Source: an optimization exercise on an open RTL-to-GDS flow (aim: small area and a short achievable clock period). Production flows keep margins and buffers that such runs may drop. Function was checked by simulation only, so behaviour that the tests miss may differ from the original. No activity file was given, so power comes from the tool's default toggle rates.

## region
module region (
    input  logic                                     clk,
    input  logic                                     rst_n,
    input  logic [4-1:0]                re,
    input  logic [2*4-1:0]              rsel,
    input  logic [5*4-1:0] raddr,
    input  logic [4-1:0]                we,
    input  logic [2*4-1:0]              wsel,
    input  logic [5*4-1:0] waddr,
    input  logic [16*4-1:0] wdata,
    output logic [4-1:0]                rvalid,
    output logic [16*4-1:0] rdata,
    output logic                                     empty,
    output logic                                     almostfull
);
    logic [(1<<5)-1:0] ram_rrow;
    logic [16-1:0] ram_rdata;
    logic [(1<<(5-2))-1:0] ram_whi;
    logic [3:0]                ram_wlo;
    logic [16-1:0] ram_wdata;
    logic                      fifo_re;
    logic [16-1:0] fifo_rdata;
    logic                      fifo_we;
    logic [16-1:0] fifo_wdata;
    read_arbiter i_read_arbiter (
        .clk        (clk),
        .rst_n      (rst_n),
  ...
Size in the first run: ~2800 cells after synthesis.
clock: 4.0 ns
lec_check: 0
cap_margin: 20
core_margin: 2
core_utilization: 50
cts_cluster_diameter: 70
cts_cluster_size: 20
place_density: 0.5
setup_slack_margin: 1.9
slew_margin: 20
synth_hierarchical: 1
standard.sh (not shown) runs the stock make flow with config.mk's settings and CLKGATE_MAP_FILE= SYNTH_SCRIPT=/design/flow/synth_recipe.tcl, a recipe that flattens the netlist after the stock synthesis.
==> flow/flow/run.sh <==
#!/bin/bash
# Layout flow: the standard ORFS flow (standard.sh), unchanged synthesis,
# with plain buffers on the ports instead of the delay cells buffer_ports
# picks by default, and a clock tree without dummy loads. Each step's output
# goes to a log of its own here.
set -euo pipefail
export BUFFER_PORTS_ARGS="-buffer_cell sky130_fd_sc_hd__buf_2"
export CTS_ARGS="-sink_clustering_enable -repair_clock_nets -sink_clustering_size 20 -sink_clustering_max_diameter 70 -dont_use_dummy_load"
bash standard.sh synth > synth.log 2>&1
bash standard.sh floorplan > floorplan.log 2>&1
bash standard.sh place > place.log 2>&1
bash standard.sh cts > cts.log 2>&1
bash standard.sh route > route.log 2>&1
bash standard.sh finish > finish.log 2>&1
The baseline finished clean.
Next try:
--- a/flow/flow/run.sh
+++ b/flow/flow/run.sh
@@ -6,5 +6,5 @@
 set -euo pipefail
 export BUFFER_PORTS_ARGS="-buffer_cell sky130_fd_sc_hd__buf_2"
-export CTS_ARGS="-sink_clustering_enable -repair_clock_nets -sink_clustering_size 20 -sink_clustering_max_diameter 70 -dont_use_dummy_load"
+export CTS_ARGS="-sink_clustering_enable -repair_clock_nets -sink_clustering_size 22 -sink_clustering_max_diameter 75 -dont_use_dummy_load"
 bash standard.sh synth > synth.log 2>&1
 bash standard.sh floorplan > floorplan.log 2>&1
--- a/flow/config.mk
+++ b/flow/config.mk
@@ -9,7 +9,6 @@
 export CORE_MARGIN = 2
 export CORE_UTILIZATION = 50
-export CTS_CLUSTER_DIAMETER = 70
-export CTS_CLUSTER_SIZE = 20
-export PLACE_DENSITY = 0.5
+export CTS_CLUSTER_DIAMETER = 75
+export CTS_CLUSTER_SIZE = 22
 export SETUP_SLACK_MARGIN = 1.9
 export SLEW_MARGIN = 20
Worst hold slack gets better by 17 ps.
Combinational power falls by about 7%.
Core utilization falls by 0.89 points.
Next try:
--- a/flow/flow/run.sh
+++ b/flow/flow/run.sh
@@ -6,5 +6,5 @@
 set -euo pipefail
 export BUFFER_PORTS_ARGS="-buffer_cell sky130_fd_sc_hd__buf_2"
-export CTS_ARGS="-sink_clustering_enable -repair_clock_nets -sink_clustering_size 22 -sink_clustering_max_diameter 75 -dont_use_dummy_load"
+export CTS_ARGS="-sink_clustering_enable -repair_clock_nets -sink_clustering_size 20 -sink_clustering_max_diameter 70 -dont_use_dummy_load"
 bash standard.sh synth > synth.log 2>&1
 bash standard.sh floorplan > floorplan.log 2>&1
--- a/flow/config.mk
+++ b/flow/config.mk
@@ -9,6 +9,6 @@
 export CORE_MARGIN = 2
 export CORE_UTILIZATION = 50
-export CTS_CLUSTER_DIAMETER = 75
-export CTS_CLUSTER_SIZE = 22
+export CTS_CLUSTER_DIAMETER = 70
+export CTS_CLUSTER_SIZE = 20
 export SETUP_SLACK_MARGIN = 1.9
 export SLEW_MARGIN = 20
=> The new run ran to the end with no violations; first-iteration DRC count increases by 0.52%; clock power rose by 3.8%; die area stays the same; worst hold slack is worse by 3.8 ps; non-clock buffer count drops by 13; synthesized area stays the same; wire length went down by 0.60%; power increases by 0.94%; maximum frequency grows by 0.30%; setup slack improves by 6.6 ps; global-route usage is lower by 0.12 points.

## build 95
Starting RTL as in the previous note.
==> flow/config.mk <==
export PLATFORM = sky130hd
export DESIGN_NAME = region
export DESIGN_NICKNAME = region
export VERILOG_FILES = /design/flow/design.v
export SDC_FILE = /design/flow/constraint.sdc
export NUM_CORES = 4
export LEC_CHECK = 0
export CAP_MARGIN = 20
export CORE_MARGIN = 2
export CORE_UTILIZATION = 50
export CTS_CLUSTER_DIAMETER = 70
export CTS_CLUSTER_SIZE = 20
export PLACE_DENSITY = 0.8
export SETUP_SLACK_MARGIN = 1.9
export SLEW_MARGIN = 20
export SYNTH_HIERARCHICAL = 1
==> flow/constraint.sdc <==
create_clock -name core_clock -period 4.0 [get_ports {clk}]
set_input_delay 0.8000 -clock core_clock [delete_from_list [all_inputs] [get_ports {clk}]]
set_output_delay 0.8000 -clock core_clock [all_outputs]
set_load 0.01 [all_outputs]
==> flow/flow/run.sh <==
#!/bin/bash
# Layout flow: the standard ORFS flow (standard.sh), unchanged synthesis,
# with plain buffers on the ports instead of the delay cells buffer_ports
# picks by default, and a clock tree without dummy loads. Each step's output
# goes to a log of its own here.
set -euo pipefail
export BUFFER_PORTS_ARGS="-buffer_cell sky130_fd_sc_hd__buf_2"
export CTS_ARGS="-sink_clustering_enable -repair_clock_nets -sink_clustering_size 20 -sink_clustering_max_diameter 70 -dont_use_dummy_load"
bash standard.sh synth > synth.log 2>&1
bash standard.sh floorplan > floorplan.log 2>&1
bash standard.sh place > place.log 2>&1
bash standard.sh cts > cts.log 2>&1
bash standard.sh route > route.log 2>&1
bash standard.sh finish > finish.log 2>&1
Build 95 finished end to end and its layout was clean on timing, DRC and antenna.
Setup changes, build 95 to build 38
Settings: PLACE_DENSITY: 0.8 -> 0.7.
==> flow/flow/run.sh <==
#!/bin/bash
# Layout flow: the standard ORFS flow (standard.sh) with its synthesis
# unchanged, and two layout choices made through ORFS's own variables:
# - the ports get plain buf_2 buffers instead of the delay cells that
#   buffer_ports picks by default;
set -euo pipefail

cts_size=$(sed -n 's/^export CTS_CLUSTER_SIZE *= *//p' config.mk)
cts_diameter=$(sed -n 's/^export CTS_CLUSTER_DIAMETER *= *//p' config.mk)

export BUFFER_PORTS_ARGS="-buffer_cell sky130_fd_sc_hd__buf_2"
export CTS_ARGS="-sink_clustering_enable -repair_clock_nets -sink_clustering_size ${cts_size} -sink_clustering_max_diameter ${cts_diameter} -dont_use_dummy_load"

bash standard.sh synth > synth.log 2>&1
bash standard.sh floorplan > floorplan.log 2>&1
bash standard.sh place > place.log 2>&1
bash standard.sh cts > cts.log 2>&1
bash standard.sh route > route.log 2>&1
bash standard.sh finish > finish.log 2>&1
--- outcome ---
The global-route wire length before repair of build 38 exceeds that of build 95 by 2.6%. [diff] total wirelength of the detailed-routed design, build 38 relative to build 95: regression. Status: placed cell count parity (build 38, build 95). Re count of clock-buffer cells in the layout: build 95 was lower than build 38. In build 38, the final design area excluding fillers came out 350 µm² below the value in build 95. When build 38 is measured against build 95, its minimum clock period turns out 9.5 ps lower. Diff build 95 -> build 38: part of the total power dissipated in combinational logic fell 0.2 points; routed via count divided by cell count saw little to no change. Capture point of the worst path = rdata[63]: build 38; capture point of the worst path = rdata[46]: build 95. For register cell area after layout, build 38 and build 95 come out practically identical. Compared build 38 vs build 95, and top fanout value on the critical path is down in build 38. Max share of total power in the clock network across build 38 and build 95: build 38.
--- input diff build 38..build 82 ---
Settings: changing SETUP_SLACK_MARGIN from 1.9 to 2.0.
==> flow/flow/run.sh <==
#!/bin/bash
# Layout flow: the standard ORFS flow (standard.sh), unchanged synthesis,
# with plain buffers on the ports instead of the delay cells buffer_ports
# picks by default, and a clock tree without dummy loads. Each step's output
# goes to a log of its own here.
set -euo pipefail
export BUFFER_PORTS_ARGS="-buffer_cell sky130_fd_sc_hd__buf_2"
export CTS_ARGS="-sink_clustering_enable -repair_clock_nets -sink_clustering_size 20 -sink_clustering_max_diameter 70 -dont_use_dummy_load"
bash standard.sh synth > synth.log 2>&1
bash standard.sh floorplan > floorplan.log 2>&1
bash standard.sh place > place.log 2>&1
bash standard.sh cts > cts.log 2>&1
bash standard.sh route > route.log 2>&1
bash standard.sh finish > finish.log 2>&1
### Flow results
- Build 82 completed; timing, DRC and antenna clean
- Comparing build 82 with build 38, the number of placed instances with taps included came out essentially unchanged.
- Build 82 vs build 38 — post-CTS setup buffer count rose 22.
- Compared with build 38, in build 82 average wire per standard cell now smaller; setup slack of the most critical reg-to-reg path shows an increase of 40 ps; total power rose by 0.18 mW.
- Build 38 → build 82: worst hold slack saw an increase, post-layout minimum cycle time essentially unchanged, initial antenna violation count rose 4, final RePlAce weighted congestion grew by about 2.3%.
- Total wire length of build 82 exceeds that of build 38 slightly.
- From build 82 to build 38, number of endpoints failing setup at the final stage did not move at all.
diff inputs: build 82 => build 3
Settings: PLACE_DENSITY no longer set, was 0.7; CTS_CLUSTER_SIZE now 25, was 20; SETUP_SLACK_MARGIN now 1.9, was 2.0; CTS_CLUSTER_DIAMETER now 80, was 70.
diff --git a/flow/flow/run.sh b/flow/flow/run.sh
--- a/flow/flow/run.sh
+++ b/flow/flow/run.sh
@@ -8 +8 @@
-export CTS_ARGS="-sink_clustering_enable -repair_clock_nets -sink_clustering_size 20 -sink_clustering_max_diameter 70 -dont_use_dummy_load"
+export CTS_ARGS="-sink_clustering_enable -repair_clock_nets -sink_clustering_size 25 -sink_clustering_max_diameter 80 -dont_use_dummy_load"
Results
- Having completed the whole flow, build 3 delivered a layout that passed the timing, DRC and antenna checks.
- Build 3: combinational logic power is about 9% lower than what build 82 reported.
- The worst setup path endpoint comes out rdata[3] in one run and rdata[47] in the other, namely in build 82 and build 3 respectively.
- Re number of buffers inserted for hold repair after clock tree synthesis: no difference whatsoever between build 82 and build 3.
- In the metrics for build 3 and build 82, the one carrying the higher cell area after layout is build 82.
- Buffer share of cell area: build 3 vs build 82 down 1.5 points
Changes in build 96 relative to build 3:
Settings: swapping 80 for 70 in CTS_CLUSTER_DIAMETER; swapping 25 for 20 in CTS_CLUSTER_SIZE; putting PLACE_DENSITY at 0.7 where nothing was set.
diff --git a/flow/flow/run.sh b/flow/flow/run.sh
--- a/flow/flow/run.sh
+++ b/flow/flow/run.sh
@@ -8 +8 @@
-export CTS_ARGS="-sink_clustering_enable -repair_clock_nets -sink_clustering_size 25 -sink_clustering_max_diameter 80 -dont_use_dummy_load"
+export CTS_ARGS="-sink_clustering_enable -repair_clock_nets -sink_clustering_size 20 -sink_clustering_max_diameter 70 -dont_use_dummy_load"
### Flow results
- Diff build 96..build 3 | fraction of area in multi-input gates | negligible
- Per the comparison of build 96 with build 3, die width comparable, total routed wirelength moved down.
- Build 96 vs. build 3: average wire per cell in the routed design decreased by about 3% relative to the old numbers, latest clock arrival within the worst-skew pair decreased by 20 ps relative to the old numbers.
- Looking at combined global-route utilization of all metal layers, build 96 sits 0.69 points below build 3.
- Compared build 3 against build 96; net count reported at finish within noise.
- Setup slack: build 96 vs build 3 up 33 ps
- Build 96: relative contribution of combinational cells to total power is 0.5 points lower than what build 3 reported.
- Looking at core utilization, build 96 sits above build 3.
- Share of the clock period used by the worst path after layout | build 96 below build 3

what the ideal ports hide:
In the flow no input, the clock included, has a driving cell. The finished layouts below were timed again as built, in two steps.
Step 1 assumes that a clkbuf_16 drives the clock port and a buf_2 every other input.
Step 2 times the ports against the registers' clock, not the clock port: input delays grow and output delays shrink by t, the midpoint of the rising clock arrivals with the driver on.
Three values: ideal ports, drivers, drivers and shift; two values: the first two.
| run | t (ns) | setup slack, ns | worst setup path at the end | worst slew at a driven data input, ns |
|---|---|---|---|---|
| the first run of note 1 | 0.671 | 1.765 / 1.697 / 1.085 | input to register | 0.22 |
| the second run of note 1 | 0.685 | 1.804 / 1.740 / 1.119 | input to register | 0.18 |
| the third run of note 1 | 0.684 | 1.811 / 1.747 / 1.166 | input to register | 0.15 |
| build 95 | 0.667 | 1.822 / 1.755 / 1.138 | input to register | 0.18 |
| build 38 | 0.672 | 1.832 / 1.762 / 1.124 | input to register | 0.17 |
| build 82 | 0.661 | 1.834 / 1.762 / 1.184 | input to register | 0.10 |
| build 3 | 0.675 | 1.799 / 1.735 / 1.180 | input to register | 0.15 |
| build 96 | 0.672 | 1.832 / 1.762 / 1.124 | input to register | 0.17 |
After both steps setup and hold are still met in every run listed.
